Context: an optimization exercise on an open-source flow, tuned for small area, a short achievable clock period and few clock cycles. The choices shown serve that exercise and are no tape-out recipe. Only simulation tests tie the RTL to the original design; equivalence was not proved. Power and IR drop assume default switching activity.

==> design/flow/config.mk <==
export PLATFORM = sky130hd
export DESIGN_NAME = pixel_generator
export DESIGN_NICKNAME = pixel_generator
export VERILOG_FILES = /design/flow/design.v
export SDC_FILE = /design/flow/constraint.sdc
export NUM_CORES = 4
export LEC_CHECK = 0
export ABC_CLOCK_PERIOD_IN_PS = 3000
export CAP_MARGIN = 20
export CORE_MARGIN = 2
export CORE_UTILIZATION = 40
export CTS_CLUSTER_DIAMETER = 60
export CTS_CLUSTER_SIZE = 25
export SLEW_MARGIN = 20
==> design/flow/constraint.sdc <==
create_clock -name core_clock -period 10.0 [get_ports {s_axi_lite_aclk}]
set_input_delay 2.0000 -clock core_clock [delete_from_list [all_inputs] [get_ports {s_axi_lite_aclk}]]
set_output_delay 2.0000 -clock core_clock [all_outputs]
set_load 0.01 [all_outputs]
==> design/flow/design.v <==
package pixgen_pkg;
    typedef logic signed [3:0] coef_t;
endpackage
`timescale 1ns/100ps
module axil_regs (
    input  logic                       s_axi_lite_aclk,
    input  logic                       axi_resetn,
    input  logic [8-1:0] s_axi_lite_araddr,
    output logic                       s_axi_lite_arready,
    input  logic                       s_axi_lite_arvalid,
    input  logic [8-1:0] s_axi_lite_awaddr,
    output logic                       s_axi_lite_awready,
    input  logic                       s_axi_lite_awvalid,
    input  logic                       s_axi_lite_bready,
    output logic [1:0]                 s_axi_lite_bresp,
    output logic                       s_axi_lite_bvalid,
    output logic [31:0]                s_axi_lite_rdata,
    input  logic                       s_axi_lite_rready,
    output logic [1:0]                 s_axi_lite_rresp,
    output logic                       s_axi_lite_rvalid,
    input  logic [31:0]                s_axi_lite_wdata,
    output logic                       s_axi_lite_wready,
    input  logic                       s_axi_lite_wvalid,
    output logic                       start,          
    output logic                       frame_en_nxt,   
    output logic [35:0]                coefs,          
    output logic [3:0]                 shift,
    input  logic                       busy,
    input  logic                       done,
    input  logic [31:0]                frame_count
);
    logic [31:1] ctrl;   
    logic [31:0] k0, k1, s5, s6, s7;
    logic        awready_q, wready_q, bvalid_q, arready_q, rvalid_q;
    logic [2:0]  waddr;
    logic [7:0]  wsel;   
    logic        whs;
    logic [31:0] wd;
    logic [31:0] rmux;
    assign whs  = s_axi_lite_wvalid && wready_q;
    assign wsel = 8'd1 << waddr;
    assign wd  = s_axi_lite_wdata & {32{axi_resetn}};   
    always_ff @(posedge s_axi_lite_aclk) begin
        if (!axi_resetn) begin
            awready_q <= 1'b1;
            wready_q  <= 1'b0;
            bvalid_q  <= 1'b0;
        end else begin
            if (s_axi_lite_awvalid && awready_q) begin
                awready_q <= 1'b0;
                wready_q  <= 1'b1;
            end
            if (whs) begin
                wready_q <= 1'b0;
                bvalid_q <= 1'b1;
            end
            if (bvalid_q && s_axi_lite_bready) begin
                bvalid_q  <= 1'b0;
                awready_q <= 1'b1;
            end
        end
    end
    always_ff @(posedge s_axi_lite_aclk) begin
        if (awready_q) begin
            waddr <= s_axi_lite_awaddr[4:2];
        end
    end
    always_ff @(posedge s_axi_lite_aclk) begin
        if (!axi_resetn || (whs && wsel[0])) ctrl <= wd[31:1];
        if (!axi_resetn || (whs && wsel[1])) k0   <= wd;
        if (!axi_resetn || (whs && wsel[2])) k1   <= wd;
        if (!axi_resetn || (whs && wsel[5])) s5   <= wd;
        if (!axi_resetn || (whs && wsel[6])) s6   <= wd;
        if (!axi_resetn || (whs && wsel[7])) s7   <= wd;
    end
    assign start        = axi_resetn && whs && wsel[0] && s_axi_lite_wdata[0];
    assign frame_en_nxt = axi_resetn && ((whs && wsel[0]) ? s_axi_lite_wdata[1] : ctrl[1]);
    assign s_axi_lite_awready = awready_q;
    assign s_axi_lite_wready  = wready_q;
    assign s_axi_lite_bvalid  = bvalid_q;
    assign s_axi_lite_bresp   = 2'b00;
    always_comb begin
        case (s_axi_lite_araddr[4:2])
            3'd0:    rmux = {ctrl, 1'b0};
            3'd1:    rmux = k0;
            3'd2:    rmux = k1;
            3'd3:    rmux = {30'd0, busy, done};   
            3'd4:    rmux = frame_count;
            3'd5:    rmux = s5;
            3'd6:    rmux = s6;
            default: rmux = s7;
        endcase
    end
    always_ff @(posedge s_axi_lite_aclk) begin
        if (!axi_resetn) begin
            arready_q <= 1'b1;
            rvalid_q  <= 1'b0;
        end else begin
            if (s_axi_lite_arvalid && arready_q) begin
                arready_q <= 1'b0;
                rvalid_q  <= 1'b1;
            end
            if (rvalid_q && s_axi_lite_rready) begin
                rvalid_q  <= 1'b0;
                arready_q <= 1'b1;
            end
        end
    end
    always_ff @(posedge s_axi_lite_aclk) begin
        if (arready_q) s_axi_lite_rdata <= rmux;
    end
    assign s_axi_lite_arready = arready_q;
    assign s_axi_lite_rvalid  = rvalid_q;
    assign s_axi_lite_rresp   = 2'b00;
    assign coefs = {k1[3:0], k0};
    assign shift = ctrl[11:8];
endmodule
`timescale 1ns/100ps
module conv_capture (
    input  logic        s_axi_lite_aclk,
    input  logic        axi_resetn,
    input  logic        start,
    input  logic [35:0] coefs,
    input  logic [3:0]  shift,
    output logic [5:0]  img_addr,
    input  logic [7:0]  img_rdata,
    output logic        fw_valid,    
    output logic        fw_last,     
    output logic [7:0]  fw_data,
    output logic        busy,
    output logic        done,
    output logic        done_set     
);
    logic        a_act;
    logic [5:0]  a_addr;
    logic        b_v, b_last;
    logic        c_v, c_last;
    logic [7:0]  p_q;
    logic [7:0]  line [1:16];        
    logic [15:0] s0, k0, s1, k1, s2, k2;   
    logic [31:0] n0, n1, n2;
    logic [5:0]  enc [0:8];          
    logic        d_v, d_last;
    logic signed [15:0] fsum, shifted;
    assign img_addr = a_addr;   
    always_ff @(posedge s_axi_lite_aclk) begin
        if (!axi_resetn) begin
            a_act  <= 1'b0;
            a_addr <= '0;
            b_v    <= 1'b0;
        end else if (start) begin
            a_act  <= 1'b1;
            a_addr <= 6'd1;
            b_v    <= 1'b0;
        end else begin
            b_v <= a_act && a_addr[5:4] != 2'b00 && a_addr[2:1] != 2'b00;   
            if (a_act) begin
                a_addr <= a_addr + 6'd1;   
                if (a_addr == 6'd63) a_act <= 1'b0;
            end
        end
    end
    always_ff @(posedge s_axi_lite_aclk) begin
        b_last <= a_addr[2:0] == 3'd7;
        c_last <= b_last;
    end
    always_ff @(posedge s_axi_lite_aclk) begin
        p_q     <= img_rdata;
        line[1] <= p_q;
        for (int k = 2; k <= 16; k++) line[k] <= line[k - 1];
    end
    function automatic logic [5:0] booth(input logic [3:0] t);
        booth[0] = t[0];
        booth[1] = t[1] & ~t[0];
        booth[2] = t[1];
        booth[3] = t[2] ^ t[1];
        booth[4] = (t[3] & ~t[2] & ~t[1]) | (~t[3] & t[2] & t[1]);
        booth[5] = t[3] & ~(t[2] & t[1]);
    endfunction
    function automatic logic [31:0] csa(input logic [15:0] a, input logic [15:0] b,
                                        input logic [15:0] c);
        logic [15:0] cy;
        cy  = (a & b) | (a & c) | (b & c);
        csa = {cy[14:0], 1'b0, a ^ b ^ c};
    endfunction
    function automatic logic [111:0] col_rows(input logic [7:0] x0, input logic [7:0] x1,
                                              input logic [7:0] x2, input logic [5:0] t0,
                                              input logic [5:0] t1, input logic [5:0] t2);
        logic [7:0]  x;
        logic [5:0]  e;
        logic [8:0]  m0, m1;
        logic [2:0]  n1;
        logic [1:0]  ns;
        for (int i = 0; i < 3; i++) begin
            x = (i == 0) ? x0 : (i == 1) ? x1 : x2;
            e = (i == 0) ? t0 : (i == 1) ? t1 : t2;
            m0 = ({9{e[0]}} & {1'b0, x}) | ({9{e[1]}} & {x, 1'b0});
            m1 = ({9{e[3]}} & {1'b0, x}) | ({9{e[4]}} & {x, 1'b0});
            col_rows[32*i +: 16]      = {6'd0, ~e[2], m0 ^ {9{e[2]}}};
            col_rows[32*i + 16 +: 16] = {4'd0, ~e[5], m1 ^ {9{e[5]}}, 1'b0, e[2]};
            n1[i] = e[5];
        end
        ns = {1'b0, n1[0]} + {1'b0, n1[1]} + {1'b0, n1[2]};
        col_rows[96 +: 16] = {3'b111, 3'b000, 1'b1, 5'b00000, ns, 2'b00};
    endfunction
    function automatic logic [31:0] add9(input logic [111:0] r, input logic [15:0] s,
                                         input logic [15:0] k);
        logic [31:0] a, b, c, d, f, g, h;
        a = csa(r[0 +: 16],  r[32 +: 16], r[64 +: 16]);
        b = csa(r[16 +: 16], r[48 +: 16], r[80 +: 16]);
        c = csa(r[96 +: 16], s, k);
        d = csa(a[15:0], a[31:16], b[15:0]);
        f = csa(b[31:16], c[15:0], c[31:16]);
        g = csa(d[15:0], d[31:16], f[15:0]);
        h = csa(g[15:0], g[31:16], f[31:16]);
        add9 = h;
    endfunction
    always_ff @(posedge s_axi_lite_aclk) begin
        for (int t = 0; t < 9; t++) enc[t] <= booth(coefs[4*t +: 4]);
    end
    assign n0 = add9(col_rows(line[16], line[8], p_q, enc[0], enc[3], enc[6]), 16'd0, 16'd0);
    assign n1 = add9(col_rows(line[16], line[8], p_q, enc[1], enc[4], enc[7]), s0, k0);
    assign n2 = add9(col_rows(line[16], line[8], p_q, enc[2], enc[5], enc[8]), s1, k1);
    always_ff @(posedge s_axi_lite_aclk) begin
        {k0, s0} <= n0;
        {k1, s1} <= n1;
        {k2, s2} <= n2;
    end
    always_ff @(posedge s_axi_lite_aclk) begin
        if (!axi_resetn) begin
            c_v      <= 1'b0;
            d_v      <= 1'b0;
            fw_valid <= 1'b0;
            busy     <= 1'b0;
            done     <= 1'b0;
            done_set <= 1'b0;
        end else begin
            c_v      <= b_v;
            d_v      <= c_v;
            fw_valid <= d_v;
            done_set <= a_act && a_addr == 6'd63;
            if (start) begin
                busy <= 1'b1;
                done <= 1'b0;
            end else if (a_act && a_addr == 6'd63) begin
                busy <= 1'b0;
                done <= 1'b1;
            end
        end
    end
    always_ff @(posedge s_axi_lite_aclk) begin
        d_last  <= c_last;
        fw_last <= d_last;
        fsum    <= s2 + k2;
    end
    assign shifted = fsum >>> shift;
    always_comb begin
        if (shifted[15]) begin
            fw_data = 8'd0;
        end else if (|shifted[14:8]) begin
            fw_data = 8'd255;
        end else begin
            fw_data = shifted[7:0];
        end
    end
endmodule
`timescale 1ns/100ps
module feature_tiler (
    input  logic        s_axi_lite_aclk,
    input  logic        axi_resetn,
    input  logic        start,
    input  logic        frame_en_nxt,
    input  logic        done_set,
    input  logic        fw_valid,
    input  logic        fw_last,
    input  logic [7:0]  fw_data,
    output logic [31:0] frame_count,
    output logic [31:0] out_stream_tdata,
    output logic [3:0]  out_stream_tkeep,
    output logic        out_stream_tlast,
    output logic [0:0]  out_stream_tuser,
    output logic        out_stream_tvalid,
    input  logic        out_stream_tready
);
    logic [47:0] ring [0:5];      
    logic [47:0] rot;             
    logic       feat_valid, active, fc_inc;
    logic [3:0] x, y, nx, ny;
    logic       nact, start_frame;
    logic       col_arm, row_arm;   
    logic       col_step, row_step;
    assign col_step = (out_stream_tready && col_arm) || (fw_valid && !fw_last);
    assign row_step = (out_stream_tready && row_arm) || (fw_valid && fw_last);
    assign rot = {fw_valid ? fw_data : ring[0][7:0], ring[0][47:8]};
    always_ff @(posedge s_axi_lite_aclk) begin
        if (row_step) begin
            for (int r = 0; r < 5; r++) ring[r] <= ring[r + 1];
            ring[5] <= rot;
        end else if (col_step) begin
            ring[0] <= rot;
        end
    end
    assign start_frame = !active && feat_valid && frame_en_nxt;
    always_comb begin
        nx   = x;
        ny   = y;
        nact = active;
        if (active && out_stream_tready) begin
            if (x == 4'd11) begin
                nx = 4'd0;
                if (y == 4'd11) begin
                    ny   = 4'd0;
                    nact = 1'b0;   
                end else begin
                    ny = y + 4'd1;
                end
            end else begin
                nx = x + 4'd1;
            end
        end else if (start_frame) begin
            nact = 1'b1;
        end
    end
    always_ff @(posedge s_axi_lite_aclk) begin
        if (!axi_resetn) begin
            feat_valid       <= 1'b0;
            active           <= 1'b0;
            x                <= '0;
            y                <= '0;
            col_arm          <= 1'b0;
            row_arm          <= 1'b0;
            out_stream_tlast <= 1'b0;
            out_stream_tuser <= 1'b1;
            fc_inc           <= 1'b0;
            frame_count      <= '0;
        end else begin
            if (start) begin
                feat_valid <= 1'b0;   
            end else if (done_set) begin
                feat_valid <= 1'b1;
            end
            active           <= nact;
            x                <= nx;
            y                <= ny;
            col_arm          <= nact && nx[0] && !(nx == 4'd11 && ny[0]);
            row_arm          <= nact && nx == 4'd11 && ny[0];
            out_stream_tlast <= nx == 4'd11;
            out_stream_tuser <= nx == 4'd0 && ny == 4'd0;
            fc_inc           <= start_frame;
            if (fc_inc) frame_count <= frame_count + 32'd1;
        end
    end
    assign out_stream_tvalid = active;
    assign out_stream_tdata  = {8'h00, ring[0][7:0], ring[0][7:0], ring[0][7:0]};   
    assign out_stream_tkeep  = 4'hF;
endmodule
`timescale 1ns/100ps
module pixel_generator (
    input  logic                       s_axi_lite_aclk,
    input  logic                       axi_resetn,
    input  logic [8-1:0] s_axi_lite_araddr,
    output logic                       s_axi_lite_arready,
    input  logic                       s_axi_lite_arvalid,
    input  logic [8-1:0] s_axi_lite_awaddr,
    output logic                       s_axi_lite_awready,
    input  logic                       s_axi_lite_awvalid,
    input  logic                       s_axi_lite_bready,
    output logic [1:0]                 s_axi_lite_bresp,
    output logic                       s_axi_lite_bvalid,
    output logic [31:0]                s_axi_lite_rdata,
    input  logic                       s_axi_lite_rready,
    output logic [1:0]                 s_axi_lite_rresp,
    output logic                       s_axi_lite_rvalid,
    input  logic [31:0]                s_axi_lite_wdata,
    output logic                       s_axi_lite_wready,
    input  logic                       s_axi_lite_wvalid,
    output logic [5:0]                 img_addr,
    input  logic [7:0]                 img_rdata,
    output logic [31:0]                out_stream_tdata,
    output logic [3:0]                 out_stream_tkeep,
    output logic                       out_stream_tlast,
    output logic [0:0]                 out_stream_tuser,
    output logic                       out_stream_tvalid,
    input  logic                       out_stream_tready
);
    logic        start, frame_en_nxt, busy, done, done_set;
    logic        fw_valid, fw_last;
    logic [7:0]  fw_data;
    logic [31:0] frame_count;
    logic [35:0] coefs;
    logic [3:0]  shift;
    axil_regs u_regs (
        .s_axi_lite_aclk, .axi_resetn,
        .s_axi_lite_araddr, .s_axi_lite_arready, .s_axi_lite_arvalid,
        .s_axi_lite_awaddr, .s_axi_lite_awready, .s_axi_lite_awvalid,
        .s_axi_lite_bready, .s_axi_lite_bresp, .s_axi_lite_bvalid,
        .s_axi_lite_rdata, .s_axi_lite_rready, .s_axi_lite_rresp, .s_axi_lite_rvalid,
        .s_axi_lite_wdata, .s_axi_lite_wready, .s_axi_lite_wvalid,
        .start, .frame_en_nxt, .coefs, .shift, .busy, .done, .frame_count
    );
    conv_capture u_capture (
        .s_axi_lite_aclk, .axi_resetn, .start, .coefs, .shift,
        .img_addr, .img_rdata, .fw_valid, .fw_last, .fw_data, .busy, .done, .done_set
    );
    feature_tiler u_tiler (
        .s_axi_lite_aclk, .axi_resetn, .start, .frame_en_nxt, .done_set,
        .fw_valid, .fw_last, .fw_data, .frame_count,
        .out_stream_tdata, .out_stream_tkeep, .out_stream_tlast,
        .out_stream_tuser, .out_stream_tvalid, .out_stream_tready
    );
endmodule
==> design/flow/flow/run.sh <==
#!/bin/bash
# Standard layout with a tighter setup repair target; the SDC and clock period are the standard flow's own.
set -uo pipefail
bash standard.sh SETUP_SLACK_MARGIN=7.0 finish > make_finish.log 2>&1
==> design/flow/standard.sh <==
#!/bin/bash
# synth_recipe.tcl (not shown) runs the flow's synth.tcl, then flattens the netlist and writes it again
# the make line also repeats each setting of config.mk as NAME=value (left out here)
make -C /OpenROAD-flow-scripts/flow DESIGN_CONFIG=/design/flow/config.mk WORK_HOME=/design/flow/orfs CLKGATE_MAP_FILE= SYNTH_SCRIPT=/design/flow/synth_recipe.tcl "${@:-finish}"
==> results of run 1 <==
[final timing paths]
kind / from / end / slack (ns) / cells past startpoint
worst max-delay path: u_tiler.ring[0][4] / out_stream_tdata[12] / 6.68 / 2
worst min-delay path: u_capture.line[1][1] / u_capture.line[2][1] / 0.32 / 0
worst min register to register: u_capture.line[1][1] / u_capture.line[2][1] / 0.32 / 0
worst max register to register: u_capture.p_q[4] / u_capture.s2[4] / 6.90 / 9
[metrics by stage]
step | cells | power (mW) | instance area (sq um)
2_1_floorplan | 2787 | 6.39 | 37200
3_3_place_gp | 3917 | 7.26 | 38800
3_5_place_dp | 3917 | 7.30 | 38800
4_1_cts | 4174 | 10.4 | 43300
5_1_grt | 4207 | 11.2 | 44300
6_report | 4207 | 10.4 | 44300
[flip-flops by register name, summed over array words and instances, names as in the netlist, 4 cells and up]
name and cells:
u_regs.ctrl 31, u_capture.k1 14, u_regs.s7 32, u_tiler.y 4, u_regs.s_axi_lite_rdata 32, u_tiler.frame_count 32
u_tiler.ring 288, u_regs.s6 32, u_regs.k1 32, u_capture.s2 16, u_tiler.x 4, u_capture.k0 11
u_regs.k0 32, u_regs.s5 32, u_capture.s1 15, u_capture.k2 14, u_capture.s0 13, u_capture.fsum 16
u_capture.a_addr 6, u_capture.enc 54, u_capture.p_q 8, u_capture.line 128
[worst reg2reg max path, cell delays in order, from the launching register on]
cell and delay, ns:
dfxtp_4 0.36, buf_12 0.14, a22oi_2 0.23, xnor2_2 0.11, fa_1 0.56, inv_2 0.04
fa_1 0.50, fa_1 0.52, inv_2 0.05, fa_2 0.51
[cells by family (layout without fill, tap and decap cells)]
kind of cell             Yosys count  count (layout)
flip-flops                       873             873
AND/OR/NAND/NOR                  570             573
buffers and inverters            440             681
AO/OA/AOI/OAI                    362             362
adder cells (fa/ha/maj)          244             244
XOR/XNOR                         208             208
multiplexers                      74              74
other                              2              16
[layer usage]
layer,share of wire,GRT usage
met5,0,0
met3,0.050,0.0291
met2,0.49,0.303
met4,0.045,0.0782
met1,0.42,0.228
[layout make-up]
type                       count  area (sq um)
clock buffer                  76          1840
clock inverter                54           757
fill                        7859         46100
inverter                     256           990
multi-input combinational   1477         13400
sequential                   873         22900
tap                         1176          1470
timing repair buffer         294          2950
timing repair inverter         1          8.76
[timing repair]
action / in CTS / in global routing
setup buffers: 119 / 30
pin swaps: 82 / 130
setup endpoints to repair: 709 / 217
cloned: 8 / 3
gates resized for setup: 576 / 186
[cells in the mapped netlist, types with 7 or more instances]
| cell type | instances | area, sq um |
|---|---|---|
| a211oi_1 | 16 | 120 |
| a21oi_1 | 37 | 185 |
| o21ai_0 | 68 | 340 |
| buf_2 | 10 | 50.1 |
| buf_1 | 16 | 60.1 |
| or3_1 | 7 | 43.8 |
| buf_4 | 41 | 308 |
| xnor2_1 | 175 | 1530 |
| clkbuf_1 | 111 | 417 |
| nand2_1 | 256 | 961 |
| o22ai_1 | 8 | 50.1 |
| fa_1 | 163 | 3260 |
| nand2b_1 | 17 | 106 |
| xor2_1 | 33 | 289 |
| a22oi_1 | 143 | 1070 |
| nand3_1 | 11 | 55.1 |
| edfxtp_1 | 514 | 15400 |
| mux4_2 | 10 | 225 |
| mux2i_1 | 47 | 470 |
| and2_1 | 71 | 444 |
| nor2b_1 | 41 | 257 |
| ha_1 | 81 | 1010 |
| inv_1 | 251 | 942 |
| nor3_1 | 25 | 125 |
| mux2_2 | 17 | 191 |
| and3_1 | 7 | 43.8 |
| dfxtp_1 | 359 | 7190 |
| o221ai_1 | 14 | 123 |
| o21a_1 | 20 | 150 |
| nand4_1 | 12 | 75.1 |
| nor2_1 | 104 | 390 |
[power by group through the flow]
stage | logic, mW | clock network (mW) | registers (mW)
5_1_grt | 3.53 | 3.23 | 4.43
3_5_place_dp | 2.80 | 0 | 4.49
4_1_cts | 2.94 | 3.11 | 4.39
2_1_floorplan | 2.03 | 0 | 4.36
3_3_place_gp | 2.77 | 0 | 4.49
6_report | 3.02 | 3.03 | 4.40
==> qor.csv, run 1 <==
stage;metric;value;unit
sta;fin_tns_setup;0;ns
floorplanning;die_h;307;um
sta;final_hold_viol_count;0;
route;routed_wl;85300;um
route;drtPass1Iterations;8;
critical_path;critPathLaunchType;register;
route;ant_nets;0;
logic_synthesis;synth_top_family_by_area;adder cells;
logic_synthesis;ys_ff_latch;873;
power;p_sw;3.34;mW
floorplanning;start_util;0.405;
logic_synthesis;postSynthAreaPerCell;13.2;sq um
sta;clock.fmax;301;MHz
logic_synthesis;synth.distinct_cells;68;
global_routing;grt_max_degree;95;
logic_synthesis;synthArstFlopShare;0;
logic_synthesis;syn_area;36600;sq um
logic_synthesis;ys_seq_area_frac;0.618;
run;maxCapViolCount;0;
layout;final_cell_mix;514 x edfxtp_1, 273 x dfxtp_1, 242 x nand2_1;
cts;tritoncts;done;
critical_path;required;8.00;ns
layout;layout_commonest_cell;edfxtp_1;
cts;htree_num_levels;3;
logic_synthesis;synth-compound-area-share;0.0685;
placement;post-place-ws;4.59;ns
cts;cts_buffers;71;
route;num_vias;21200;
critical_path;critPathBufInv;2;
sta;worst_pin_slew;0.777;ns
power;leakagePower;17.1;nW
sta;finClkSkew;0.0361;ns
critical_path;cpMaxStageDelayCell;edfxtp_1;
placement;place_congestion;0.871;
logic_synthesis;yosys.area_share.adder;0.117;
logic_synthesis;yosysWarnings;6;
placement;place_hpwl;52700;um
critical_path;crit_type;register to primary output;
power;pwr-share-clk;0.290;
power;swShare;0.320;
cts;cts.clk_slew.worst_paths;0.09;ns
route;avgRoutedWirePerCell;20.3;um
placement;port_buffers;123;
global_routing;first_global_vias;21400;
critical_path;crit_top_cell;buf_6;
logic_synthesis;syn_inst;2773;
logic_synthesis;synth_xor_area_frac;0.0498;
floorplanning;coreArea;90400;sq um
critical_path;cp_max_fo;3;
route;avgViaCountPerCell;5.04;
layout;post-route-util;0.490;
route;drt_drc_violations_left;0;
sta;hold_slack;0.318;ns
critical_path;path_cells;buf_6 > buf_6;
power;irDropWorstVdd;0.000132;V
cts;clk_latency;0.64;ns
cts;clock-root-buffer;clkbuf_16;
layout;area_growth;21.0;%
status;status;no timing/DRC/antenna violations;
logic_synthesis;synth-edff-count;514;
route;initialDrtViolationCount;1562;
global_routing;grt_pass1_wl;128000;um
sta;finalMaxSlewViolations;0;
logic_synthesis;synth-simple-area-share;0.0724;
floorplanning;ios;150;
critical_path;worst_setup_path_end_kind;primary output;
global_routing;antenna_found_initial;0;
layout;nets;3282;
global_routing;track_usage;0.179;
critical_path;crit_arrival;1.32;ns
logic_synthesis;synthFlopType;edfxtp_1;
cts;clock-sinks;873;
global_routing;grt_overflow_total;0;
power;p_int;7.10;mW
layout;antenna_cells;0;
sta;setup-violations-final;0;
sta;max-slew-margin-rel;0.475;
cts;clk_path_buf_depth;3;
critical_path;crit_family;flip-flops;
worst_hold_path;min_path_type;register to register;
power;pwr-share-seq;0.421;
power;combPwrFrac;0.289;
power;cellPowerDensity;236;nW/um^2
floorplanning;row_count;110;
cts;cts_hold_buf;0;
floorplanning;die_area;94000;sq um
floorplanning;die_x;307;um
sta;period_share;0.332;
layout;drive_gt1_frac;0.249;
logic_synthesis;synthMuxAreaShare;0.0242;
sta;rsz0062_at_grt;yes;
critical_path;crit_path_max_incr_delay;0.44;ns
sta;setup_ws;6.68;ns
sta;min_period;3.32;ns
Testbench counts, summed over its fixed seeds: cycles 7,088.
==> inputs of run 2 (changes only) <==
--- a/design/flow/config.mk
+++ b/design/flow/config.mk
@@ -10,5 +10,3 @@
 export CORE_MARGIN = 2
 export CORE_UTILIZATION = 40
-export CTS_CLUSTER_DIAMETER = 60
-export CTS_CLUSTER_SIZE = 25
 export SLEW_MARGIN = 20
==> run 2 against run 1 <==
Still clean. Final cell count increased by 0.26%. Fmax increased by 0.12%. Non-clock buffer count decreased by 27. Register-to-register slack improved by 0.03 ns. Critical path depth unchanged. Via count decreased by 0.14%. Utilization about the same. Sequential power about the same. Critical path type unchanged. Critical endpoint unchanged. Largest cell class unchanged.
==> qor.csv, run 2 <==
stage;metric;value;unit
layout;nFillCells;7873;
logic_synthesis;ys_ff_latch;873;
layout;regMostFlops;u_tiler.ring;
route;ant_nets;0;
power;leakagePower;17.1;nW
power;pwr-share-clk;0.312;
floorplanning;die_area;94000;sq um
sta;finalMaxSlewViolations;0;
logic_synthesis;synth_area_leaders;edfxtp_1 42%, dfxtp_1 20%, fa_1 8.9%;
floorplanning;die_h;307;um
logic_synthesis;netlist.area_leader.share;0.422;
sta;rsz0062_at_grt;yes;
global_routing;grt_max_degree;95;
worst_hold_path;worst_hold_path.num_cells;0;
logic_synthesis;postSynthAreaPerCell;13.2;sq um
route;initialDrtViolationCount;1484;
global_routing;grt_overflow_total;0;
logic_synthesis;yosysWarnings;6;
global_routing;antenna_found_initial;1;
cts;htree_num_levels;3;
critical_path;crit_arrival;1.31;ns
power;p_sw;3.21;mW
power;fin_total_pwr;10.7;mW
logic_synthesis;ys_seq_area_frac;0.618;
logic_synthesis;syn_area;36600;sq um
layout;area_growth;20.9;%
cts;clk_latency;0.65;ns
floorplanning;coreArea;90400;sq um
layout;largest_reg_flops;288;
cts;cts.clk_slew.worst_paths;0.06;ns
power;pwr-share-seq;0.412;
layout;final_cell_mix;514 x edfxtp_1, 273 x dfxtp_1, 242 x nand2_1;
critical_path;crit_type;register to primary output;
logic_synthesis;synthArstFlopShare;0;
sta;clock.fmax;302;MHz
sta;final_hold_viol_count;0;
route;drtPass1Iterations;7;
logic_synthesis;synth.distinct_cells;68;
floorplanning;ios;150;
route;avgViaCountPerCell;5.02;
cts;cts_buffers;90;
critical_path;worst_setup_path_end_kind;primary output;
power;combPwrFrac;0.276;
critical_path;cp.depth;2;
sta;max-slew-margin-rel;0.448;
sta;fin_tns_setup;0;ns
sta;finClkSkew;0.0275;ns
floorplanning;start_util;0.405;
critical_path;critPathLaunchType;register;
layout;layout_commonest_cell;edfxtp_1;
logic_synthesis;yosysTopAreaCell;edfxtp_1;
route;routed_wl;86100;um
power;irDropWorstVdd;0.000154;V
logic_synthesis;syn_inst;2773;
critical_path;required;8.00;ns
cts;clk_path_buf_depth;3;
layout;nets;3274;
global_routing;grt_pass1_wl;129000;um
route;avgRoutedWirePerCell;20.4;um
route;drt_drc_violations_left;0;
logic_synthesis;synth_common_cells;514 x edfxtp_1, 359 x dfxtp_1, 256 x nand2_1, 251 x inv_1, 175 x xnor2_1;
sta;setup_ws;6.69;ns
critical_path;cpMaxStageDelayCell;edfxtp_1;
floorplanning;row_count;110;
layout;reg.largest.list;u_tiler.ring: 288 flops, u_capture.line: 128 flops, u_capture.enc: 54 flops;
cts;clock-sinks;873;
critical_path;cp_max_fo;3;
critical_path;path_cells;buf_6 > buf_6;
layout;register_area;22800;sq um
global_routing;track_usage;0.181;
sta;period_share;0.331;
critical_path;crit_path_max_incr_delay;0.43;ns
cts;cts_hold_buf;0;
worst_hold_path;min_path_type;register to register;
run;maxCapViolCount;0;
placement;post-place-ws;4.59;ns
floorplanning;die_x;307;um
layout;multi_input_area;13300;sq um
sta;worst_pin_slew;0.818;ns
cts;tritoncts;done;
power;p_int;7.48;mW
placement;port_buffers;123;
logic_synthesis;synthFlopType;edfxtp_1;
layout;drive_gt1_frac;0.229;
power;swShare;0.300;
status;status;no timing/DRC/antenna violations;
placement;place_hpwl;52700;um
logic_synthesis;synth-edff-count;514;
cts;clock-root-buffer;clkbuf_16;
route;num_vias;21200;
placement;place_congestion;0.871;
sta;min_period;3.31;ns
power;cellPowerDensity;241;nW/um^2
critical_path;crit_top_cell;buf_6;
critical_path;critPathBufInv;2;
sta;setup-violations-final;0;
critical_path;crit_family;flip-flops;
critical_path;r2r_cells;9;
logic_synthesis;yosysMostFrequentCell;edfxtp_1;
global_routing;first_global_vias;21600;
-- run 2: cells by family (layout without fill, tap and decap cells) --
family / count (synthesis) / count (layout) / share of synthesized area
compound gates: 362 / 362 / 0.0685
simple gates: 570 / 573 / 0.0724
other cells: 2 / 17 / 0.000205
buf+inv: 440 / 691 / 0.0502
mux: 74 / 74 / 0.0242
fa+ha+maj: 244 / 244 / 0.117
flops: 873 / 873 / 0.618
xor+xnor: 208 / 208 / 0.0498
-- run 2: final timing paths --
path | slack [ns] | start | to
min | 0.31 | u_capture.line[9][1] | u_capture.line[10][1]
max reg2reg | 6.93 | u_capture.p_q[5] | u_capture.s2[5]
max | 6.69 | u_tiler.ring[0][4] | out_stream_tdata[12]
min reg2reg | 0.31 | u_capture.line[9][1] | u_capture.line[10][1]
-- run 2: metrics by stage --
step,utilization,instances,instance area (sq um),hold slack [ns]
finish,0.490,4218,44300,0.312
global route,0.490,4217,44300,0.327
CTS,0.480,4196,43400,0.313
detailed placement,0.430,3917,38800,0.312
global placement,0.430,3917,38800,0.310
floorplan,-,2787,37200,0.310
-- run 2: repair_timing --
item / CTS / global route
pin swaps: 63 / 102
gates cloned: 8 / 3
endpoints found under the setup margin: 710 / 260
buffers inserted: 104 / 18
gates resized for setup: 543 / 160
-- run 2: routing by layer --
metal / routed length [um] / vias to the layer above / global-route usage
li1: - / 9842 / -
met1: 36000 / 10600 / 0.229
met2: 41500 / 590 / 0.301
met3: 3960 / 195 / 0.0317
met4: 4570 / 0 / 0.0855
met5: 0 / - / 0
-- run 2: area by class of cell --
| class | instances | area share |
|---|---|---|
| sequential | 873 | 0.516 |
| multi-input combinational | 1477 | 0.301 |
| timing repair buffer | 267 | 0.0603 |
| clock buffer | 128 | 0.0573 |
| tap | 1176 | 0.0332 |
| inverter | 256 | 0.0222 |
| clock inverter | 39 | 0.0100 |
| timing repair inverter | 1 | 0.000198 |
| antenna | 1 | 0.0000565 |
-- run 2: worst register-to-register path, delay by kind of cell, from the launching register on --
kind	cells	cell delay, ns
compound gates	1	0.09
flops	1	0.46
fa+ha+maj	4	1.91
xor+xnor	1	0.16
buf+inv	3	0.30
-- run 2: power by group through the flow --
stage | sequential [mW] | clock (mW) | combinational (mW)
3_3_place_gp | 4.49 | 0 | 2.77
4_1_cts | 4.40 | 3.42 | 2.91
2_1_floorplan | 4.36 | 0 | 2.03
6_report | 4.40 | 3.33 | 2.95
5_1_grt | 4.43 | 3.56 | 3.46
3_5_place_dp | 4.49 | 0 | 2.80
==> inputs of run 3 (changes only) <==
==> design/flow/flow/run.sh (replaced) <==
#!/bin/bash
# Standard layout with a tighter setup repair target; the SDC and clock period are the standard flow's own.
set -uo pipefail
bash standard.sh SETUP_SLACK_MARGIN=6.7 finish > make_finish.log 2>&1
==> run 3 against run 2 <==
Combinational power fell by about 10%. Still clean on timing, DRC and antenna. Largest cell class unchanged. Cell area fell by 4.6%. Worst setup slack got worse by 0.12 ns. Flip-flop and latch count did not move. Fmax fell by 3.6%.
==> qor.csv, run 3 <==
stage;metric;value;unit
logic_synthesis;yosysWarnings;6;
logic_synthesis;synth-edff-count;514;
sta;worst_pin_slew;0.848;ns
logic_synthesis;synth_xor_area_frac;0.0498;
global_routing;antenna_found_initial;2;
layout;nets;3171;
critical_path;crit_type;register to primary output;
global_routing;first_global_vias;21200;
sta;fin_tns_setup;0;ns
layout;reg.largest.list;u_tiler.ring: 288 flops, u_capture.line: 128 flops, u_capture.enc: 54 flops;
cts;clk_latency;0.67;ns
worst_hold_path;hold_path_startpoint;u_capture.line[3][7];
power;pwr-share-clk;0.331;
logic_synthesis;synth.distinct_cells;68;
critical_path;critPathBufInv;3;
sta;max-slew-margin-rel;0.434;
cts;htree_num_levels;3;
logic_synthesis;syn_inst;2773;
floorplanning;ios;150;
global_routing;grt_max_degree;102;
run;maxCapViolCount;0;
critical_path;crit_path_max_incr_delay;0.43;ns
critical_path;worst_setup_path_end_kind;primary output;
floorplanning;die_area;94000;sq um
layout;layout_commonest_cell;edfxtp_1;
route;ant_nets;0;
layout;register_area;22700;sq um
power;p_int;7.45;mW
route;drt_drc_violations_left;0;
logic_synthesis;netlist.area_leader.share;0.422;
sta;clock.fmax;291;MHz
worst_hold_path;hold_path_end;u_capture.line[4][7];
layout;regMostFlops;u_tiler.ring;
critical_path;cpMaxStageDelayCell;edfxtp_1;
layout;drive_gt1_frac;0.128;
logic_synthesis;synthArstFlopShare;0;
global_routing;grt_overflow_total;0;
cts;cts_buffers;91;
critical_path;crit_arrival;1.44;ns
critical_path;worst_r2r_endpoint;u_capture.s2[4];
cts;cts.clk_slew.worst_paths;0.06;ns
layout;nFillCells;7987;
floorplanning;coreArea;90400;sq um
layout;multi_input_area;12400;sq um
sta;finalMaxSlewViolations;0;
critical_path;r2r_cells;8;
power;swShare;0.297;
critical_path;path_cells;buf_6 > buf_6 > buf_6;
sta;hold_slack;0.321;ns
floorplanning;row_count;110;
floorplanning;start_util;0.405;
global_routing;track_usage;0.178;
cts;tritoncts;done;
logic_synthesis;ys_seq_area_frac;0.618;
power;p_sw;3.15;mW
sta;final_hold_viol_count;0;
layout;largest_reg_flops;288;
status;status;no timing/DRC/antenna violations;
route;avgRoutedWirePerCell;20.3;um
logic_synthesis;yosysMostFrequentCell;edfxtp_1;
global_routing;grt_pass1_wl;128000;um
logic_synthesis;ys_ff_latch;873;
route;num_vias;20800;
logic_synthesis;yosysTopAreaCell;edfxtp_1;
critical_path;rr_startpoint;u_capture.p_q[2];
sta;setup-violations-final;0;
logic_synthesis;syn_area;36600;sq um
cts;clock-root-buffer;clkbuf_16;
critical_path;crit_family;flip-flops;
logic_synthesis;synth-compound-area-share;0.0685;
floorplanning;die_x;307;um
logic_synthesis;synthMuxAreaShare;0.0242;
critical_path;critPathLaunchType;register;
layout;final_cell_mix;514 x edfxtp_1, 317 x dfxtp_1, 249 x inv_1;
logic_synthesis;synth_top_family_by_area;adder cells;
power;cellPowerDensity;251;nW/um^2
logic_synthesis;synth-simple-area-share;0.0724;
layout;area_growth;15.3;%
route;initialDrtViolationCount;1575;
power;pwr-share-seq;0.418;
critical_path;cp_max_fo;2;
critical_path;regToRegSetupSlack;6.79;ns
critical_path;required;8.00;ns
power;irDropWorstVdd;0.000144;V
placement;port_buffers;123;
floorplanning;die_h;307;um
sta;finClkSkew;0.0317;ns
logic_synthesis;synth_common_cells;514 x edfxtp_1, 359 x dfxtp_1, 256 x nand2_1, 251 x inv_1, 175 x xnor2_1;
worst_hold_path;min_path_type;register to register;
logic_synthesis;synthFlopType;edfxtp_1;
cts;cts_hold_buf;0;
logic_synthesis;yosys.area_share.adder;0.117;
sta;period_share;0.344;
worst_hold_path;worst_hold_path.num_cells;0;
logic_synthesis;postSynthAreaPerCell;13.2;sq um
logic_synthesis;synth_area_leaders;edfxtp_1 42%, dfxtp_1 20%, fa_1 8.9%;
route;routed_wl;83700;um
cts;clock-sinks;873;
route;avgViaCountPerCell;5.05;
placement;place_congestion;0.874;
power;leakagePower;16.2;nW
placement;place_hpwl;55000;um
critical_path;crit_top_cell;buf_6;
cts;clk_path_buf_depth;3;
power;combPwrFrac;0.250;
sta;min_period;3.44;ns
route;drtPass1Iterations;6;
sta;rsz0062_at_grt;yes;
## run 3: layout make-up
class | count | share of cell area
antenna | 1 | 0.0000593
timing repair inverter | 2 | 0.000415
inverter | 256 | 0.0235
multi-input combinational | 1474 | 0.293
sequential | 873 | 0.538
timing repair buffer | 165 | 0.0340
tap | 1176 | 0.0349
clock inverter | 63 | 0.0181
clock buffer | 107 | 0.0573
## run 3: logic make-up after synthesis
logic type      count (synthesis)
xor+xnor                      208
other cells                     2
compound gates                362
fa+ha+maj                     244
simple gates                  570
buf+inv                       440
mux                            74
flops                         873
## run 3: how the worst max path moves through the flow
stage	start	endpoint	slack [ns]	depth (start not counted)
after global routing	u_tiler.ring[0][3]	out_stream_tdata[11]	6.50	3
after CTS	u_tiler.ring[0][3]	out_stream_tdata[11]	6.51	3
after detailed placement	out_stream_tready	u_tiler.ring[0][18]	5.02	6
after floorplan	s_axi_lite_wvalid	u_regs.s6[0]	6.56	2
after global placement	out_stream_tready	u_tiler.ring[5][1]	5.15	4
final	u_tiler.ring[0][3]	out_stream_tdata[11]	6.56	3
## run 3: power by group through the flow
stage / Combinational [mW] / Sequential (mW) / Clock [mW]
2_1_floorplan: 2.01 / 4.36 / 0
3_3_place_gp: 2.69 / 4.51 / 0
3_5_place_dp: 2.72 / 4.52 / 0
4_1_cts: 2.72 / 4.44 / 3.61
5_1_grt: 3.19 / 4.47 / 3.74
6_report: 2.65 / 4.44 / 3.51
## run 3: repair_timing
item                       4_1_cts  5_1_grt
hold endpoints to repair         0        0
pin swaps                        1        1
gates cloned                     2        0
setup endpoints to repair      443      116
buffers inserted                20        4
resized for setup              344       31
## run 3: layer usage
| metal | GRT usage | routed length, um | up-vias |
|---|---|---|---|
| li1 | - | - | 9615 |
| met1 | 0.242 | 37400 | 10400 |
| met2 | 0.295 | 39800 | 594 |
| met3 | 0.0267 | 4290 | 146 |
| met4 | 0.0580 | 2190 | 0 |
| met5 | 0 | 0 | - |
## run 3: metrics by stage
| stage | cell area (sq um) | std cells | utilization | worst slack (ns) | total power [mW] |
|---|---|---|---|---|---|
| global placement | 38700 | 3918 | 0.428 | 5.15 | 7.20 |
| finish | 42200 | 4117 | 0.467 | 6.56 | 10.6 |
| floorplan | 36800 | 2787 | - | 6.56 | 6.38 |
| CTS | 42100 | 4111 | 0.465 | 6.51 | 10.8 |
| global route | 42200 | 4116 | 0.467 | 6.50 | 11.4 |
| detailed placement | 38700 | 3919 | 0.428 | 5.02 | 7.23 |
## run 3: worst reg2reg max path, stage by stage (launching register included)
cell and delay, ns:
dfxtp_2 0.62, a22oi_1 0.20, xnor2_1 0.18, fa_1 0.57, inv_1 0.07, fa_1 0.49
fa_1 0.49, inv_1 0.04, fa_1 0.41
==> inputs of run 4 (changes only) <==
--- a/design/flow/config.mk
+++ b/design/flow/config.mk
@@ -10,3 +10,4 @@
 export CORE_MARGIN = 2
 export CORE_UTILIZATION = 40
+export CTS_BUF_LIST = sky130_fd_sc_hd__clkbuf_8
 export SLEW_MARGIN = 20
==> run 4 against run 3 <==
Total power decreased by 5.3%. Area after synthesis unchanged. Worst setup slack got worse by 0.13 ns. Non-clock buffer count increased by 4. Die area unchanged.
==> qor.csv, run 4 <==
stage;metric;value;unit
sta;final_hold_viol_count;0;
logic_synthesis;synth_area_leaders;edfxtp_1 42%, dfxtp_1 20%, fa_1 8.9%;
floorplanning;die_h;307;um
placement;place_hpwl;55000;um
critical_path;cp_max_fo;1;
power;leakagePower;16.3;nW
critical_path;path_cells;buf_2;
critical_path;critPathBufInv;1;
logic_synthesis;synthFlopType;edfxtp_1;
floorplanning;ios;150;
sta;min_period;3.57;ns
floorplanning;start_util;0.405;
logic_synthesis;synthArstFlopShare;0;
run;maxCapViolCount;0;
cts;clock-sinks;873;
critical_path;crit_type;register to primary output;
logic_synthesis;synth.distinct_cells;68;
sta;max-slew-margin-rel;0.327;
route;ant_nets;0;
power;pwr-share-seq;0.442;
route;initialDrtViolationCount;1525;
critical_path;worst_setup_path_end_kind;primary output;
layout;register_area;22700;sq um
floorplanning;die_area;94000;sq um
cts;clk_latency;0.81;ns
power;fin_total_pwr;10.0;mW
global_routing;grt_max_degree;102;
power;swShare;0.311;
sta;finClkSkew;0.0405;ns
cts;htree_num_levels;4;
cts;clk_path_buf_depth;3;
global_routing;grt_pass1_wl;129000;um
floorplanning;die_x;307;um
route;avgRoutedWirePerCell;20.1;um
worst_hold_path;hold_path_startpoint;u_capture.line[11][1];
power;combPwrFrac;0.264;
logic_synthesis;syn_area;36600;sq um
cts;cts_buffers;144;
layout;largest_reg_flops;288;
placement;place_congestion;0.874;
logic_synthesis;yosysMostFrequentCell;edfxtp_1;
route;avgViaCountPerCell;5.02;
critical_path;crit_start;u_regs.s_axi_lite_rdata[2];
layout;drive_gt1_frac;0.141;
sta;period_share;0.357;
layout;nFillCells;8158;
logic_synthesis;yosysWarnings;6;
global_routing;antenna_found_initial;4;
logic_synthesis;synth_common_cells;514 x edfxtp_1, 359 x dfxtp_1, 256 x nand2_1, 251 x inv_1, 175 x xnor2_1;
power;p_sw;3.12;mW
layout;regMostFlops;u_tiler.ring;
worst_hold_path;min_path_type;register to register;
route;drtPass1Iterations;6;
layout;final_cell_mix;514 x edfxtp_1, 316 x dfxtp_1, 301 x inv_1;
global_routing;track_usage;0.181;
power;irDropWorstVdd;0.000148;V
route;num_vias;21100;
logic_synthesis;syn_inst;2773;
sta;finalMaxSlewViolations;0;
floorplanning;row_count;110;
layout;layout_commonest_cell;edfxtp_1;
layout;area_growth;14.0;%
critical_path;critPathLaunchType;register;
logic_synthesis;netlist.area_leader.share;0.422;
layout;multi_input_area;12400;sq um
route;drt_drc_violations_left;0;
logic_synthesis;synth-edff-count;514;
critical_path;required;8.00;ns
cts;cts.clk_slew.worst_paths;0.06;ns
logic_synthesis;ys_ff_latch;873;
floorplanning;coreArea;90400;sq um
critical_path;crit_family;flip-flops;
sta;rsz0062_at_grt;yes;
route;routed_wl;84700;um
critical_path;crit_path_max_incr_delay;0.55;ns
logic_synthesis;ys_seq_area_frac;0.618;
critical_path;rr_startpoint;u_capture.enc[2][5];
cts;clock-root-buffer;clkbuf_8;
placement;port_buffers;123;
global_routing;first_global_vias;21700;
layout;nets;3227;
power;cellPowerDensity;240;nW/um^2
critical_path;crit_arrival;1.57;ns
critical_path;cpMaxStageDelayCell;edfxtp_1;
power;pwr-share-clk;0.294;
logic_synthesis;postSynthAreaPerCell;13.2;sq um
status;status;no timing/DRC/antenna violations;
global_routing;grt_overflow_total;0;
power;p_int;6.92;mW
layout;reg.largest.list;u_tiler.ring: 288 flops, u_capture.line: 128 flops, u_capture.enc: 54 flops;
sta;clock.fmax;280;MHz
logic_synthesis;yosysTopAreaCell;edfxtp_1;
cts;tritoncts;done;
sta;setup-violations-final;0;
sta;fin_tns_setup;0;ns
sta;worst_pin_slew;1.01;ns
[run 4: worst paths after layout]
| check | to | slack [ns] | cells after the start |
|---|---|---|---|
| max | s_axi_lite_rdata[2] | 6.43 | 1 |
| min reg2reg | u_capture.line[12][1] | 0.32 | 0 |
| max reg2reg | u_capture.s2[4] | 6.78 | 7 |
| min | u_capture.line[12][1] | 0.32 | 0 |
[run 4: cells by family (layout without fill, tap and decap cells)]
family | after synthesis | count (layout) | share of synthesized area
multiplexers | 74 | 74 | 0.0242
flip-flops | 873 | 873 | 0.618
AND/OR/NAND/NOR | 570 | 570 | 0.0724
other | 2 | 19 | 0.000205
XOR/XNOR | 208 | 208 | 0.0498
AO/OA/AOI/OAI | 362 | 362 | 0.0685
adder cells (fa/ha/maj) | 244 | 244 | 0.117
buffers and inverters | 440 | 686 | 0.0502
[run 4: layout make-up]
| cell class | count | area share |
|---|---|---|
| sequential | 873 | 0.544 |
| timing repair inverter | 1 | 0.000210 |
| tap | 1176 | 0.0352 |
| antenna | 3 | 0.000180 |
| timing repair buffer | 169 | 0.0341 |
| multi-input combinational | 1474 | 0.296 |
| inverter | 256 | 0.0237 |
| clock inverter | 99 | 0.0128 |
| clock buffer | 161 | 0.0531 |
[run 4: what timing repair did]
item / CTS / global route
setup buffers: 24 / 4
hold buffers: 0 / 0
pin swaps: 1 / 0
resized for setup: 371 / 34
gates cloned: 1 / 0
endpoints found under the setup margin: 300 / 134
[run 4: per-stage QoR]
stage,hold slack (ns),instance area [sq um],util,std cells,worst slack (ns)
global placement,0.309,38700,0.428,3918,5.15
CTS,0.310,41600,0.460,4204,6.36
floorplan,0.310,36800,-,2787,6.56
global route,0.313,41700,0.462,4211,6.38
finish,0.315,41700,0.462,4212,6.43
detailed placement,0.312,38700,0.428,3919,5.02
[run 4: routing by layer]
metal | GRT usage | share of wire | up-vias
met5 | 0 | 0 | -
met4 | 0.0692 | 0.029 | 0
met3 | 0.0354 | 0.062 | 196
met2 | 0.295 | 0.47 | 706
met1 | 0.239 | 0.44 | 10500
li1 | - | - | 9751
[run 4: power by group through the flow]
| stage | Clock, mW | Combinational, mW | Sequential, mW |
|---|---|---|---|
| 4_1_cts | 3.06 | 2.72 | 4.44 |
| 6_report | 2.95 | 2.65 | 4.44 |
| 3_3_place_gp | 0 | 2.69 | 4.51 |
| 5_1_grt | 3.21 | 3.19 | 4.47 |
| 3_5_place_dp | 0 | 2.72 | 4.52 |
| 2_1_floorplan | 0 | 2.01 | 4.36 |
==> inputs of run 5 (changes only) <==
--- a/design/flow/config.mk
+++ b/design/flow/config.mk
@@ -9,5 +9,4 @@
 export CAP_MARGIN = 20
 export CORE_MARGIN = 2
-export CORE_UTILIZATION = 40
-export CTS_BUF_LIST = sky130_fd_sc_hd__clkbuf_8
+export CORE_UTILIZATION = 65
 export SLEW_MARGIN = 20
==> run 5 against run 4 <==
Via count grew 0.96%. Cell area decreased by 0.21%. Area after synthesis did not move. Utilization grew 29 points. Clock skew down 0.024 ns. Routed wire length decreased by 2.6%. Fmax up 4.2%. Flip-flop and latch count stayed put. Combinational power grew 5%. Worst setup slack better by 0.14 ns.
==> qor.csv, run 5 <==
stage;metric;value;unit
status;status;no timing/DRC/antenna violations;
layout;regMostFlops;u_tiler.ring;
floorplanning;coreArea;55400;sq um
logic_synthesis;synth_top_family_by_area;adder cells;
logic_synthesis;ys_ff_latch;873;
global_routing;grt_overflow_total;0;
sta;fin_tns_setup;0;ns
route;initialDrtViolationCount;2015;
layout;layout_commonest_cell;edfxtp_1;
logic_synthesis;netlist.area_leader.share;0.422;
critical_path;cpMaxStageDelayCell;edfxtp_1;
critical_path;path_cells;buf_6 > buf_6 > buf_6;
sta;worst_pin_slew;0.842;ns
power;cellPowerDensity;250;nW/um^2
logic_synthesis;postSynthAreaPerCell;13.2;sq um
route;routed_wl;82500;um
logic_synthesis;yosys.area_share.adder;0.117;
critical_path;worst_setup_path_end_kind;primary output;
sta;rsz0062_at_grt;yes;
global_routing;grt_pass1_wl;125000;um
cts;cts.clk_slew.worst_paths;0.06;ns
logic_synthesis;synth_area_leaders;edfxtp_1 42%, dfxtp_1 20%, fa_1 8.9%;
global_routing;grt_max_degree;100;
route;ant_nets;0;
cts;clk_latency;0.64;ns
logic_synthesis;synth-compound-area-share;0.0685;
floorplanning;ios;150;
power;irDropWorstVdd;0.000188;V
sta;clock.fmax;292;MHz
floorplanning;die_h;241;um
logic_synthesis;synth-simple-area-share;0.0724;
sta;setup-violations-final;0;
floorplanning;row_count;86;
critical_path;crit_top_cell;buf_6;
sta;min_period;3.42;ns
critical_path;crit_path_max_incr_delay;0.42;ns
run;maxCapViolCount;0;
critical_path;crit_type;register to primary output;
sta;period_share;0.342;
critical_path;crit_arrival;1.42;ns
critical_path;crit_family;flip-flops;
placement;port_buffers;123;
floorplanning;start_util;0.661;
layout;drive_gt1_frac;0.122;
sta;finalMaxSlewViolations;0;
logic_synthesis;syn_inst;2773;
logic_synthesis;synth.distinct_cells;68;
global_routing;first_global_vias;21700;
cts;cts_buffers;86;
logic_synthesis;synth_xor_area_frac;0.0498;
sta;max-slew-margin-rel;0.439;
logic_synthesis;synthArstFlopShare;0;
route;avgViaCountPerCell;5.79;
critical_path;critPathBufInv;3;
logic_synthesis;synthMuxAreaShare;0.0242;
layout;largest_reg_flops;288;
sta;hold_slack;0.325;ns
placement;place_congestion;0.885;
worst_hold_path;min_path_type;register to register;
critical_path;required;8.00;ns
placement;place_hpwl;51700;um
cts;clock-root-buffer;clkbuf_16;
sta;final_hold_viol_count;0;
logic_synthesis;synth_common_cells;514 x edfxtp_1, 359 x dfxtp_1, 256 x nand2_1, 251 x inv_1, 175 x xnor2_1;
logic_synthesis;synth-edff-count;514;
layout;area_growth;13.8;%
critical_path;critPathLaunchType;register;
placement;post-place-cells;3486;
sta;finClkSkew;0.0165;ns
global_routing;antenna_found_initial;1;
route;num_vias;21300;
layout;nets;3176;
cts;htree_num_levels;3;
global_routing;track_usage;0.289;
route;drt_drc_violations_left;0;
route;avgRoutedWirePerCell;22.4;um
logic_synthesis;synthFlopType;edfxtp_1;
layout;final_cell_mix;514 x edfxtp_1, 318 x dfxtp_1, 249 x inv_1;
floorplanning;die_x;241;um
cts;clock-sinks;873;
logic_synthesis;yosysWarnings;6;
logic_synthesis;ys_seq_area_frac;0.618;
critical_path;cp_max_fo;3;
layout;reg.largest.list;u_tiler.ring: 288 flops, u_capture.line: 128 flops, u_capture.enc: 54 flops;
cts;clk_path_buf_depth;3;
route;drtPass1Iterations;6;
logic_synthesis;syn_area;36600;sq um
layout;antenna_cells;0;
cts;tritoncts;done;
logic_synthesis;yosysMostFrequentCell;edfxtp_1;
logic_synthesis;yosysTopAreaCell;edfxtp_1;
power;leakagePower;16.3;nW
layout;fin_cells;3687;
floorplanning;die_area;58200;sq um
## run 5: cell count changes in the layout (fill, tap and decap cells not counted), moves of 7 or more
cell,delta
buf_2,-30
buf_4,-7
clkbuf_1,+15
clkbuf_16,+88
clkbuf_8,-152
clkdlybuf4s15_1,+22
clkdlybuf4s15_2,+8
clkinv_1,-11
dfxtp_4,-7
inv_1,-52
## run 5: stage by stage
stage | power, mW | cell area (sq um) | utilization | worst slack, ns
3_3_place_gp | 7.19 | 38200 | 0.689 | 5.12
3_5_place_dp | 7.30 | 38200 | 0.689 | 5.03
2_1_floorplan | 6.38 | 36800 | - | 6.56
6_report | 10.4 | 41700 | 0.752 | 6.58
5_1_grt | 11.1 | 41700 | 0.752 | 6.52
4_1_cts | 10.5 | 41500 | 0.749 | 6.48
## run 5: what timing repair did
item	CTS	global route
endpoints found under the setup margin	571	207
gates resized for setup	290	56
cloned	5	0
hold buffers	0	0
pin swaps	1	1
setup buffers	29	7
## run 5: worst paths after layout
kind                         from                   end  slack (ns)  cells after the start
max            u_tiler.ring[0][4]  out_stream_tdata[20]        6.58                      3
min          u_capture.line[4][6]  u_capture.line[5][6]        0.33                      0
max reg2reg      u_capture.p_q[6]       u_capture.s1[8]        6.78                      8
min reg2reg  u_capture.line[4][6]  u_capture.line[5][6]        0.33                      0
## run 5: cell families (layout without fill, tap and decap cells)
family,count (synthesis),after routing
other,2,16
DFF,873,873
AOI/OAI and AO/OA,362,362
buffers and inverters,440,592
adders and majority gates,244,244
and+or+nand+nor,570,570
xor gates and xnor gates,208,208
muxes,74,74
## run 5: area by class of cell
type	instances	area, sq um
well taps	748	936
multi-input cells	1474	12400
clock buffers	112	2380
flip-flops and latches	873	22700
repair buffers	176	1750
inverters	256	981
repair inverters	1	8.76
fillers	3487	13800
clock inverters	47	468
## run 5: routing by layer
metal | up-vias | part of all wire | global-route usage
met5 | - | 0 | 0
met4 | 0 | 0.036 | 0.103
met3 | 186 | 0.075 | 0.0533
met2 | 873 | 0.49 | 0.482
met1 | 10700 | 0.40 | 0.382
li1 | 9613 | - | -
## run 5: report_power, final
group          switching [mW]  internal [mW]  total [mW]
combinational            1.57           1.21        2.78
clock                    1.35           1.87        3.23
sequential              0.230           4.19        4.42
total                    3.16           7.27        10.4
==> inputs of run 6 (changes only) <==
--- a/design/flow/config.mk
+++ b/design/flow/config.mk
@@ -6,7 +6,7 @@
 export NUM_CORES = 4
 export LEC_CHECK = 0
-export ABC_CLOCK_PERIOD_IN_PS = 3000
+export ABC_CLOCK_PERIOD_IN_PS = 6000
 export CAP_MARGIN = 20
 export CORE_MARGIN = 2
-export CORE_UTILIZATION = 65
+export CORE_UTILIZATION = 55
 export SLEW_MARGIN = 20
==> run 6 against run 5 <==
Still clean on timing, DRC and antenna. Final cell count is 2.8% higher. Critical path depth is 1 lower. Global-route usage is 4.9 points lower. Sequential power hardly changed. Cell area is 0.25% lower. Worst hold slack worse by 0.0047 ns. Utilization is 12 points lower. Clock power hardly changed. Critical endpoint is now out_stream_tdata[9]. Highest routed layer unchanged.
==> qor.csv, run 6 <==
stage;metric;value;unit
cts;clk_path_buf_depth;3;
critical_path;cp_max_fo;3;
layout;final_cell_mix;514 x edfxtp_1, 317 x dfxtp_1, 249 x inv_1;
global_routing;first_global_vias;20800;
sta;fin_tns_setup;0;ns
power;leakagePower;16.1;nW
placement;place_hpwl;53100;um
floorplanning;die_x;262;um
route;drt_drc_violations_left;0;
logic_synthesis;syn_inst;2773;
cts;clk_latency;0.65;ns
logic_synthesis;synth.distinct_cells;68;
layout;drive_gt1_frac;0.121;
route;initialDrtViolationCount;1804;
layout;nFillCells;5030;
route;num_vias;20600;
logic_synthesis;synthFlopType;edfxtp_1;
power;fin_total_pwr;10.4;mW
route;avgRoutedWirePerCell;21.4;um
sta;min_period;3.33;ns
sta;rsz0062_at_grt;yes;
global_routing;grt_pass1_wl;123000;um
global_routing;antenna_found_initial;3;
sta;worst_pin_slew;0.790;ns
layout;largest_reg_flops;288;
placement;dpl_cell_area;38300;sq um
placement;place_congestion;0.873;
placement;port_buffers;123;
critical_path;crit_arrival;1.33;ns
cts;clock-root-buffer;clkbuf_16;
layout;regMostFlops;u_tiler.ring;
logic_synthesis;netlist.area_leader.share;0.422;
power;irDropWorstVdd;0.000155;V
floorplanning;start_util;0.556;
logic_synthesis;postSynthAreaPerCell;13.2;sq um
floorplanning;die_h;262;um
sta;setup_ws;6.67;ns
layout;fin_area;41600;sq um
logic_synthesis;synth_area_leaders;edfxtp_1 42%, dfxtp_1 20%, fa_1 8.9%;
logic_synthesis;synth_common_cells;514 x edfxtp_1, 359 x dfxtp_1, 256 x nand2_1, 251 x inv_1, 175 x xnor2_1;
global_routing;track_usage;0.240;
logic_synthesis;yosysTopAreaCell;edfxtp_1;
logic_synthesis;synthArstFlopShare;0;
sta;period_share;0.333;
run;maxCapViolCount;0;
cts;clock-sinks;873;
logic_synthesis;yosysWarnings;6;
layout;layout_commonest_cell;edfxtp_1;
logic_synthesis;synthMuxAreaShare;0.0242;
logic_synthesis;yosysMostFrequentCell;edfxtp_1;
logic_synthesis;ys_seq_area_frac;0.618;
floorplanning;ios;150;
status;status;no timing/DRC/antenna violations;
logic_synthesis;synth-simple-area-share;0.0724;
worst_hold_path;min_path_type;register to register;
layout;area_growth;13.5;%
cts;cts_buffers;89;
logic_synthesis;ys_ff_latch;873;
cts;tritoncts;done;
cts;htree_num_levels;3;
sta;finClkSkew;0.0289;ns
critical_path;required;8.00;ns
critical_path;crit_type;register to primary output;
floorplanning;coreArea;65900;sq um
logic_synthesis;syn_area;36600;sq um
sta;finalMaxSlewViolations;0;
critical_path;worst_setup_path_end_kind;primary output;
route;drtPass1Iterations;5;
floorplanning;row_count;94;
logic_synthesis;synth-edff-count;514;
layout;nets;3162;
logic_synthesis;synth-compound-area-share;0.0685;
critical_path;critPathLaunchType;register;
sta;max-slew-margin-rel;0.473;
power;cellPowerDensity;250;nW/um^2
placement;post-place-cells;3605;
route;ant_nets;0;
cts;cts_hold_buf;0;
sta;clock.fmax;300;MHz
logic_synthesis;synth_top_family_by_area;adder cells;
sta;hold_slack;0.321;ns
placement;post-place-ws;5.11;ns
global_routing;grt_overflow_total;0;
sta;final_hold_viol_count;0;
cts;cts.clk_slew.worst_paths;0.06;ns
route;avgViaCountPerCell;5.45;
sta;setup-violations-final;0;
route;routed_wl;81200;um
floorplanning;die_area;68600;sq um
logic_synthesis;yosys.area_share.adder;0.117;
logic_synthesis;synth_xor_area_frac;0.0498;
global_routing;grt_max_degree;76;
layout;reg.largest.list;u_tiler.ring: 288 flops, u_capture.line: 128 flops, u_capture.enc: 54 flops;
layout;fin_cells;3790;
layout;post-route-util;0.631;
## run 6: cell counts after synthesis
Identical to the previous run, type by type.
## run 6: timing repair
action / in CTS / in global routing
pin swaps: 1 / 0
resized for setup: 301 / 55
gates cloned: 3 / 1
endpoints found under the setup margin: 461 / 125
setup buffers: 16 / 2
## run 6: final timing paths
path | depth (start not counted) | slack (ns) | end | from
worst max register to register | 9 | 6.76 | u_capture.s2[2] | u_capture.line[16][0]
worst min-delay path | 0 | 0.32 | u_capture.line[8][0] | u_capture.line[7][0]
worst max-delay path | 2 | 6.67 | out_stream_tdata[9] | u_tiler.ring[0][1]
worst min register to register | 0 | 0.32 | u_capture.line[8][0] | u_capture.line[7][0]
## run 6: per-layer routing
| metal | global-route usage | routed length, um | vias up |
|---|---|---|---|
| li1 | - | - | 9585 |
| met1 | 0.335 | 36600 | 10300 |
| met2 | 0.385 | 37900 | 570 |
| met3 | 0.0395 | 4130 | 151 |
| met4 | 0.0799 | 2530 | 0 |
| met5 | 0 | 0 | - |
## run 6: cell families after synthesis
kind of cell	after synthesis
flops	873
simple gates	570
buf+inv	440
compound gates	362
fa+ha+maj	244
xor+xnor	208
mux	74
other cells	2
## run 6: cell type report
type,count,area (sq um),share of cell area
sequential,873,22700,0.546
multi-input combinational,1475,12400,0.299
clock buffer,128,2590,0.0624
timing repair buffer,158,1470,0.0354
tap,864,1080,0.0260
inverter,256,981,0.0236
clock inverter,34,304,0.00732
timing repair inverter,1,11.3,0.000271
antenna,1,2.50,0.0000602
## run 6: power breakdown
group	total (mW)	switching, mW	internal [mW]
combinational	2.70	1.51	1.19
clock	3.25	1.36	1.89
sequential	4.43	0.235	4.19
total	10.4	3.11	7.27
## run 6: worst max-delay path, cell delays in order, from the launching register on
cell and delay, ns:
edfxtp_1 0.44, buf_6 0.16, buf_6 0.11
==> inputs of run 7 (changes only) <==
--- a/design/flow/config.mk
+++ b/design/flow/config.mk
@@ -6,5 +6,5 @@
 export NUM_CORES = 4
 export LEC_CHECK = 0
-export ABC_CLOCK_PERIOD_IN_PS = 6000
+export ABC_CLOCK_PERIOD_IN_PS = 3000
 export CAP_MARGIN = 20
 export CORE_MARGIN = 2
==> run 7 against run 6 <==
Area after synthesis did not move. Critical path depth is the same. First-iteration DRC count stayed put. Cell area unchanged. Total power unchanged. Non-clock buffer count did not move. Combinational power about the same. Utilization is the same. Largest power group unchanged. Highest routed layer unchanged.
==> qor.csv, run 7 <==
stage;metric;value;unit
status;status;no timing/DRC/antenna violations;
floorplanning;ios;150;
route;ant_nets;0;
power;irDropWorstVdd;0.000155;V
layout;final_cell_mix;514 x edfxtp_1, 317 x dfxtp_1, 249 x inv_1;
cts;cts_buffers;89;
layout;area_growth;13.5;%
critical_path;rr_startpoint;u_capture.line[16][0];
sta;setup-violations-final;0;
cts;clk_path_buf_depth;3;
logic_synthesis;synth_common_cells;514 x edfxtp_1, 359 x dfxtp_1, 256 x nand2_1, 251 x inv_1, 175 x xnor2_1;
layout;reg.largest.list;u_tiler.ring: 288 flops, u_capture.line: 128 flops, u_capture.enc: 54 flops;
logic_synthesis;synth_area_leaders;edfxtp_1 42%, dfxtp_1 20%, fa_1 8.9%;
power;fin_total_pwr;10.4;mW
layout;nets;3162;
cts;tritoncts;done;
route;drtPass1Iterations;5;
sta;max-slew-margin-rel;0.473;
logic_synthesis;postSynthAreaPerCell;13.2;sq um
logic_synthesis;ys_seq_area_frac;0.618;
logic_synthesis;netlist.area_leader.share;0.422;
sta;finClkSkew;0.0289;ns
placement;port_buffers;123;
critical_path;worst_r2r_endpoint;u_capture.s2[2];
critical_path;crit_arrival;1.33;ns
floorplanning;start_util;0.556;
critical_path;regToRegSetupSlack;6.76;ns
sta;fin_tns_setup;0;ns
floorplanning;die_x;262;um
cts;clock-root-buffer;clkbuf_16;
sta;clock.fmax;300;MHz
logic_synthesis;yosysTopAreaCell;edfxtp_1;
cts;cts_hold_buf;0;
logic_synthesis;synth.distinct_cells;68;
cts;htree_num_levels;3;
logic_synthesis;synthArstFlopShare;0;
route;routed_wl;81200;um
layout;regMostFlops;u_tiler.ring;
placement;place_congestion;0.873;
global_routing;grt_pass1_wl;123000;um
floorplanning;die_area;68600;sq um
critical_path;cp_max_fo;3;
worst_hold_path;worst_hold_path.num_cells;0;
placement;place_hpwl;53100;um
power;leakagePower;16.1;nW
layout;largest_reg_flops;288;
worst_hold_path;hold_path_end;u_capture.line[8][0];
power;cellPowerDensity;250;nW/um^2
logic_synthesis;syn_area;36600;sq um
global_routing;track_usage;0.240;
critical_path;required;8.00;ns
route;avgRoutedWirePerCell;21.4;um
placement;post-place-cells;3605;
route;avgViaCountPerCell;5.45;
worst_hold_path;hold_path_startpoint;u_capture.line[7][0];
route;num_vias;20600;
worst_hold_path;min_path_type;register to register;
sta;period_share;0.333;
floorplanning;row_count;94;
logic_synthesis;syn_inst;2773;
cts;clock-sinks;873;
logic_synthesis;synthFlopType;edfxtp_1;
global_routing;first_global_vias;20800;
critical_path;r2r_cells;9;
cts;clk_latency;0.65;ns
layout;drive_gt1_frac;0.121;
floorplanning;die_h;262;um
sta;min_period;3.33;ns
layout;layout_commonest_cell;edfxtp_1;
global_routing;grt_max_degree;76;
logic_synthesis;yosysWarnings;6;
logic_synthesis;ys_ff_latch;873;
global_routing;grt_overflow_total;0;
sta;rsz0062_at_grt;yes;
run;maxCapViolCount;0;
floorplanning;coreArea;65900;sq um
cts;cts.clk_slew.worst_paths;0.06;ns
layout;fin_cells;3790;
logic_synthesis;yosysMostFrequentCell;edfxtp_1;
logic_synthesis;synth-edff-count;514;
sta;finalMaxSlewViolations;0;
sta;worst_pin_slew;0.790;ns
critical_path;worst_setup_path_end_kind;primary output;
global_routing;antenna_found_initial;3;
critical_path;critPathLaunchType;register;
route;initialDrtViolationCount;1804;
critical_path;crit_type;register to primary output;
route;drt_drc_violations_left;0;
sta;final_hold_viol_count;0;
-- run 7: cell counts in the layout (fill, tap and decap cells not counted) --
No cell type changed its count.
-- run 7: logic make-up after synthesis --
logic type | share of synthesized area
DFF | 0.618
AOI/OAI and AO/OA | 0.0685
xor gates and xnor gates | 0.0498
muxes | 0.0242
adders and majority gates | 0.117
buffers and inverters | 0.0502
other | 0.000205
and+or+nand+nor | 0.0724
-- run 7: worst max path at each step --
| stage | from | endpoint | cells after the start |
|---|---|---|---|
| after CTS | u_tiler.ring[0][1] | out_stream_tdata[17] | 2 |
| final | u_tiler.ring[0][1] | out_stream_tdata[9] | 2 |
| after global placement | s_axi_lite_araddr[4] | u_regs.s_axi_lite_rdata[0] | 7 |
| after floorplan | s_axi_lite_wvalid | u_regs.s6[0] | 2 |
| after global routing | u_tiler.ring[0][1] | out_stream_tdata[9] | 2 |
| after detailed placement | out_stream_tready | u_tiler.ring[0][14] | 6 |
-- run 7: area by class of cell --
class | count | area [sq um]
Multi-Input combinational cell | 1475 | 12400
Fill cell | 5030 | 24300
Clock inverter | 34 | 304
Tap cell | 864 | 1080
Clock buffer | 128 | 2590
Timing Repair inverter | 1 | 11.3
Inverter | 256 | 981
Antenna cell | 1 | 2.50
Timing Repair Buffer | 158 | 1470
Sequential cell | 873 | 22700
-- run 7: routing by layer --
| metal | GRT usage | part of all wire | up-vias |
|---|---|---|---|
| met5 | 0 | 0 | - |
| met1 | 0.335 | 0.45 | 10300 |
| li1 | - | - | 9585 |
| met3 | 0.0395 | 0.051 | 151 |
| met2 | 0.385 | 0.47 | 570 |
| met4 | 0.0799 | 0.031 | 0 |
-- run 7: power by group --
| group | switching [mW] | internal (mW) |
|---|---|---|
| combinational | 1.51 | 1.19 |
| clock | 1.36 | 1.89 |
| sequential | 0.235 | 4.19 |
| total | 3.11 | 7.27 |
-- run 7: what timing repair did --
item / 4_1_cts / 5_1_grt
setup buffers: 16 / 2
pin swaps: 1 / 0
setup endpoints to repair: 461 / 125
gates resized for setup: 301 / 55
hold endpoints to repair: 0 / 0
cloned: 3 / 1
-- run 7: worst max-delay path, cell delays in order (launching register included) --
cell and delay [ns]:
edfxtp_1 0.44, buf_6 0.16, buf_6 0.11
-- run 7: through the flow --
step	instance area (sq um)	util	hold WS [ns]	setup WS, ns
after floorplan	36800	-	0.310	6.56
after global placement	38300	0.582	0.310	5.20
after detailed placement	38300	0.582	0.312	5.11
after CTS	41400	0.629	0.323	6.59
after global routing	41600	0.631	0.325	6.60
final	41600	0.631	0.321	6.67
